From an optimization exercise on the open Yosys and OpenROAD flow, aimed at small area, a short achievable clock period and few clock cycles per item; shortcuts taken in it are not production practice.
Where RTL was checked, it was by simulation tests only, not by an equivalence proof against the original.

== the reference run ==
## feistel_sbox_cipher_integral_sum
module feistel_sbox_cipher_integral_sum #(
  parameter int ROUND_COUNT = fsc_pkg::ROUND_COUNT_DEF,
  parameter logic [7:0] CUTS = 8'b1010_1010
) (
  input  wire logic                              clk,
  input  wire logic                              rst_n,
  input  wire logic                              cfg_wr_en,
  input  wire logic [fsc_pkg::CFG_INDEX_W-1:0]   cfg_index,
  input  wire logic [fsc_pkg::CFG_DATA_W-1:0]    cfg_wdata,
  input  wire logic                              in_valid,
  output logic                                   in_stall,
  input  wire logic [fsc_pkg::HALF_W-1:0]        in_plain_left,
  input  wire logic [fsc_pkg::HALF_W-1:0]        in_plain_right,
  input  wire logic                              in_first_of_set,
  input  wire logic                              in_last_of_set,
  output logic                                   out_valid,
  input  wire logic                              out_stall,
  output logic [fsc_pkg::HALF_W-1:0]             out_cipher_left,
  output logic [fsc_pkg::HALF_W-1:0]             out_cipher_right,
  output logic [fsc_pkg::HALF_W-1:0]             out_xor_sum_left_out,
  output logic [fsc_pkg::HALF_W-1:0]             out_xor_sum_right_out,
  ...
==> flow/config.mk <==
export PLATFORM = sky130hd
export DESIGN_NAME = feistel_sbox_cipher_integral_sum
export DESIGN_NICKNAME = feistel_sbox_cipher_integral_sum
export VERILOG_FILES = /design/flow/design.v
export SDC_FILE = /design/flow/constraint.sdc
export NUM_CORES = 4
export LEC_CHECK = 0
export ABC_AREA = 1
export CAP_MARGIN = 20
export CORE_MARGIN = 2
export CORE_UTILIZATION = 40
export CTS_BUF_LIST = sky130_fd_sc_hd__clkbuf_8
export CTS_CLUSTER_DIAMETER = 60
export CTS_CLUSTER_SIZE = 12
export SETUP_SLACK_MARGIN = 2.6
export SLEW_MARGIN = 20
==> flow/constraint.sdc <==
create_clock -name core_clock -period 5.0 [get_ports {clk}]
set_input_delay 1.0000 -clock core_clock [delete_from_list [all_inputs] [get_ports {clk}]]
set_output_delay 1.0000 -clock core_clock [all_outputs]
set_load 0.01 [all_outputs]
standard.sh (not shown) runs the stock make flow with config.mk's settings and CLKGATE_MAP_FILE= SYNTH_SCRIPT=/design/flow/synth_recipe.tcl, a recipe that flattens the netlist after the stock synthesis.
==> flow/flow/run.sh <==
#!/bin/bash
# Own layout flow: the standard layout (standard.sh), unchanged except that the
# port buffers buffer_ports inserts are sky130_fd_sc_hd__buf_2 cells. Each tool's
# output goes to a log file in this folder; ORFS's per-step logs stay under orfs/logs.
set -euo pipefail
bash standard.sh synth > make_synth.log 2>&1
bash standard.sh "BUFFER_PORTS_ARGS=-buffer_cell sky130_fd_sc_hd__buf_2" finish > make_layout.log 2>&1
The reference run finished all stages; the layout is clean.
Input changes introduced in the trial run (baseline for comparison: the reference run):
- SETUP_SLACK_MARGIN now 2.75, was 2.6
[summary]
- Relative to the reference run, total number of cells along the worst setup path has increased by 4 in the trial run.
No functional check of the RTL was part of any run of this note.


feistel_sbox_cipher_integral_sum, a different RTL version from the one above (not shown whole).
Size: ~3100 cells after synthesis, ~460 flip-flops, about 200 I/O pins, about 0.027 mm^2 of cells after synthesis.
Design feistel_sbox_cipher_integral_sum, start of the top module:
module feistel_sbox_cipher_integral_sum #(
  parameter int ROUND_COUNT = fsc_pkg::ROUND_COUNT_DEF,
  parameter logic [8:0] CUTS = 9'b1_0101_0101
) (
  input  wire logic                              clk,
  input  wire logic                              rst_n,
  input  wire logic                              cfg_wr_en,
  input  wire logic [fsc_pkg::CFG_INDEX_W-1:0]   cfg_index,
  input  wire logic [fsc_pkg::CFG_DATA_W-1:0]    cfg_wdata,
  input  wire logic                              in_valid,
  output logic                                   in_stall,
  input  wire logic [fsc_pkg::HALF_W-1:0]        in_plain_left,
  input  wire logic [fsc_pkg::HALF_W-1:0]        in_plain_right,
  input  wire logic                              in_first_of_set,
  input  wire logic                              in_last_of_set,
  output logic                                   out_valid,
  input  wire logic                              out_stall,
  output logic [fsc_pkg::HALF_W-1:0]             out_cipher_left,
  output logic [fsc_pkg::HALF_W-1:0]             out_cipher_right,
  output logic [fsc_pkg::HALF_W-1:0]             out_xor_sum_left_out,
  output logic [fsc_pkg::HALF_W-1:0]             out_xor_sum_right_out,
  output logic [fsc_pkg::HALF_W-1:0]             out_sticky_left_out,
  output logic [fsc_pkg::HALF_W-1:0]             out_sticky_right_out
);
export LEC_CHECK = 0
export ABC_AREA = 1
export CAP_MARGIN = 20
export CORE_MARGIN = 2
export CORE_UTILIZATION = 50
export CTS_BUF_LIST = sky130_fd_sc_hd__clkbuf_8
export CTS_CLUSTER_DIAMETER = 60
export CTS_CLUSTER_SIZE = 12
export SETUP_SLACK_MARGIN = 2.6
export SLEW_MARGIN = 20
create_clock -name core_clock -period 5.0 [get_ports {clk}]
Scripts as last shown in full above: flow/flow/run.sh
The starting point finished with timing, DRC and antenna clean.
Testbench counts at the start, summed over its fixed seeds: cycles 9,648, items 9,600.
Change:
- CORE_UTILIZATION: 50 -> 40
Result:
- design area grows by 1.3%
- via count came out lower by 2.2%
- synthesized cell count stays the same
- area after synthesis stays the same


Starting RTL as in the previous note.
clock: 5.0 ns
lec_check: 0
abc_area: 1
cap_margin: 20
core_margin: 2
core_utilization: 40
cts_buf_list: sky130_fd_sc_hd__clkbuf_4
cts_cluster_diameter: 40
cts_cluster_size: 8
place_density: 0.85
setup_slack_margin: 2.6
slew_margin: 20
==> flow/flow/run.sh <==
#!/bin/bash
# Own layout flow: the standard layout (standard.sh), unchanged except that the
# port buffers buffer_ports inserts are sky130_fd_sc_hd__buf_1 cells. Each tool's
# output goes to a log file in this folder; ORFS's per-step logs stay under orfs/logs.
set -euo pipefail
bash standard.sh synth > make_synth.log 2>&1
bash standard.sh "BUFFER_PORTS_ARGS=-buffer_cell sky130_fd_sc_hd__buf_1" finish > make_layout.log 2>&1
Testbench counts at the start, summed over its fixed seeds: cycles 9,648, items 9,600.
Edit:
==> flow/flow/run.sh (replaced) <==
#!/bin/bash
# Own layout flow: the standard layout (standard.sh), unchanged except that the
# port buffers buffer_ports inserts are sky130_fd_sc_hd__buf_2 cells. Each tool's
# output goes to a log file in this folder; ORFS's per-step logs stay under orfs/logs.
set -euo pipefail
bash standard.sh synth > make_synth.log 2>&1
bash standard.sh "BUFFER_PORTS_ARGS=-buffer_cell sky130_fd_sc_hd__buf_2" finish > make_layout.log 2>&1
- CTS_BUF_LIST: sky130_fd_sc_hd__clkbuf_4 -> sky130_fd_sc_hd__clkbuf_8
- CTS_CLUSTER_DIAMETER: 40 -> 60
- CTS_CLUSTER_SIZE: 8 -> 12
- PLACE_DENSITY: 0.85 -> 0.9
What happened:
- The new run ran to the end with no violations
- routed wire length is lower by 1.2%
- setup slack improved by 0.080 ns
- global-route usage is lower by 0.15 points
- hold slack improved by 0.061 ns
- register-to-register slack hardly moves
- final area is lower by 1.2%
Edit:
==> flow/flow/run.sh (replaced) <==
#!/bin/bash
# Own layout flow: the standard layout (standard.sh), unchanged except that the
# port buffers buffer_ports inserts are sky130_fd_sc_hd__buf_2 cells and that the
# power recovery step after global routing (RECOVER_POWER) downsizes gates on
# paths with slack to spare. Each tool's output goes to a log file in this folder;
# ORFS's per-step logs stay under orfs/logs.
set -euo pipefail
bash standard.sh synth > make_synth.log 2>&1
bash standard.sh "BUFFER_PORTS_ARGS=-buffer_cell sky130_fd_sc_hd__buf_2" RECOVER_POWER=100 finish > make_layout.log 2>&1
- PLACE_DENSITY: 0.9 -> default
- The changed run completed and failed the layout checks on capacitance limit, slew limit
- fmax shrinks by 31%
- global-route usage stays flat
- worst setup slack loses 1.1 ns
- worst hold slack loses 0.0039 ns
Edit:
==> flow/flow/run.sh (replaced) <==
#!/bin/bash
# Own layout flow: the standard layout (standard.sh), unchanged except that the
# port buffers buffer_ports inserts are sky130_fd_sc_hd__buf_2 cells. Each tool's
# output goes to a log file in this folder; ORFS's per-step logs stay under orfs/logs.
set -euo pipefail
bash standard.sh synth > make_synth.log 2>&1
bash standard.sh "BUFFER_PORTS_ARGS=-buffer_cell sky130_fd_sc_hd__buf_2" finish > make_layout.log 2>&1
- ABC_AREA: 1 -> 0
What happened: Now the flow produced a clean layout; die area shrinks by a little under a tenth; non-clock buffer count grows by 177; routed wire length shrinks by a few percent; worst setup slack gets better by 0.66 ns; worst hold slack barely changes.

## static timing again, ports no longer ideal
How much do the figures lean on ideal ports? The routed layouts below were timed once more, with nothing changed but the port constraints.
Step 1 assumes that a clkbuf_16 drives the clock port and a buf_2 every other input.
Step 2, shift: input delay + t, output delay - t, t = (earliest + latest rising clock arrival at the registers) / 2. This alone moves slack from input paths to output paths.
Slacks: ideal ports / drivers / drivers and shift; pairs: ideal ports / drivers.
| run | t (ns) | setup slack, ns | hold WS [ns] | slew at the worst register clock pin (ns) | cell pins on the clock port's net |
|---|---|---|---|---|---|
| the reference run | 0.688 | 2.562 / 2.562 / 2.134 | 0.424 / 0.424 / 0.424 | 0.09 / 0.09 | 1 |
| the trial run | 0.687 | 2.467 / 2.467 / 2.230 | 0.427 / 0.427 / 0.427 | 0.09 / 0.09 | 1 |
| the first run of note 2 | 0.710 | 2.693 / 2.693 / 2.126 | 0.424 / 0.424 / 0.424 | 0.09 / 0.09 | 1 |
| the second run of note 2 | 0.709 | 2.703 / 2.703 / 2.073 | 0.422 / 0.422 / 0.422 | 0.09 / 0.09 | 1 |
| the first run of note 3 | 0.918 | 2.587 / 2.529 / 1.803 | 0.366 / 0.348 / 0.426 | 0.11 / 0.11 | 1 |
| the second run of note 3 | 0.674 | 2.668 / 2.668 / 2.194 | 0.426 / 0.426 / 0.426 | 0.09 / 0.09 | 1 |
| the third run of note 3 | 0.705 | 1.613 / 1.647 / 0.943 | 0.422 / 0.422 / 0.422 | 0.09 / 0.09 | 1 |
| the fourth run of note 3 | 0.693 | 2.278 / 2.278 / 2.054 | 0.425 / 0.425 / 0.425 | 0.09 / 0.09 | 1 |
For the first run of note 3, which loses most, drivers alone change the setup slack by -0.058 ns; drivers and shift together by -0.784 ns.
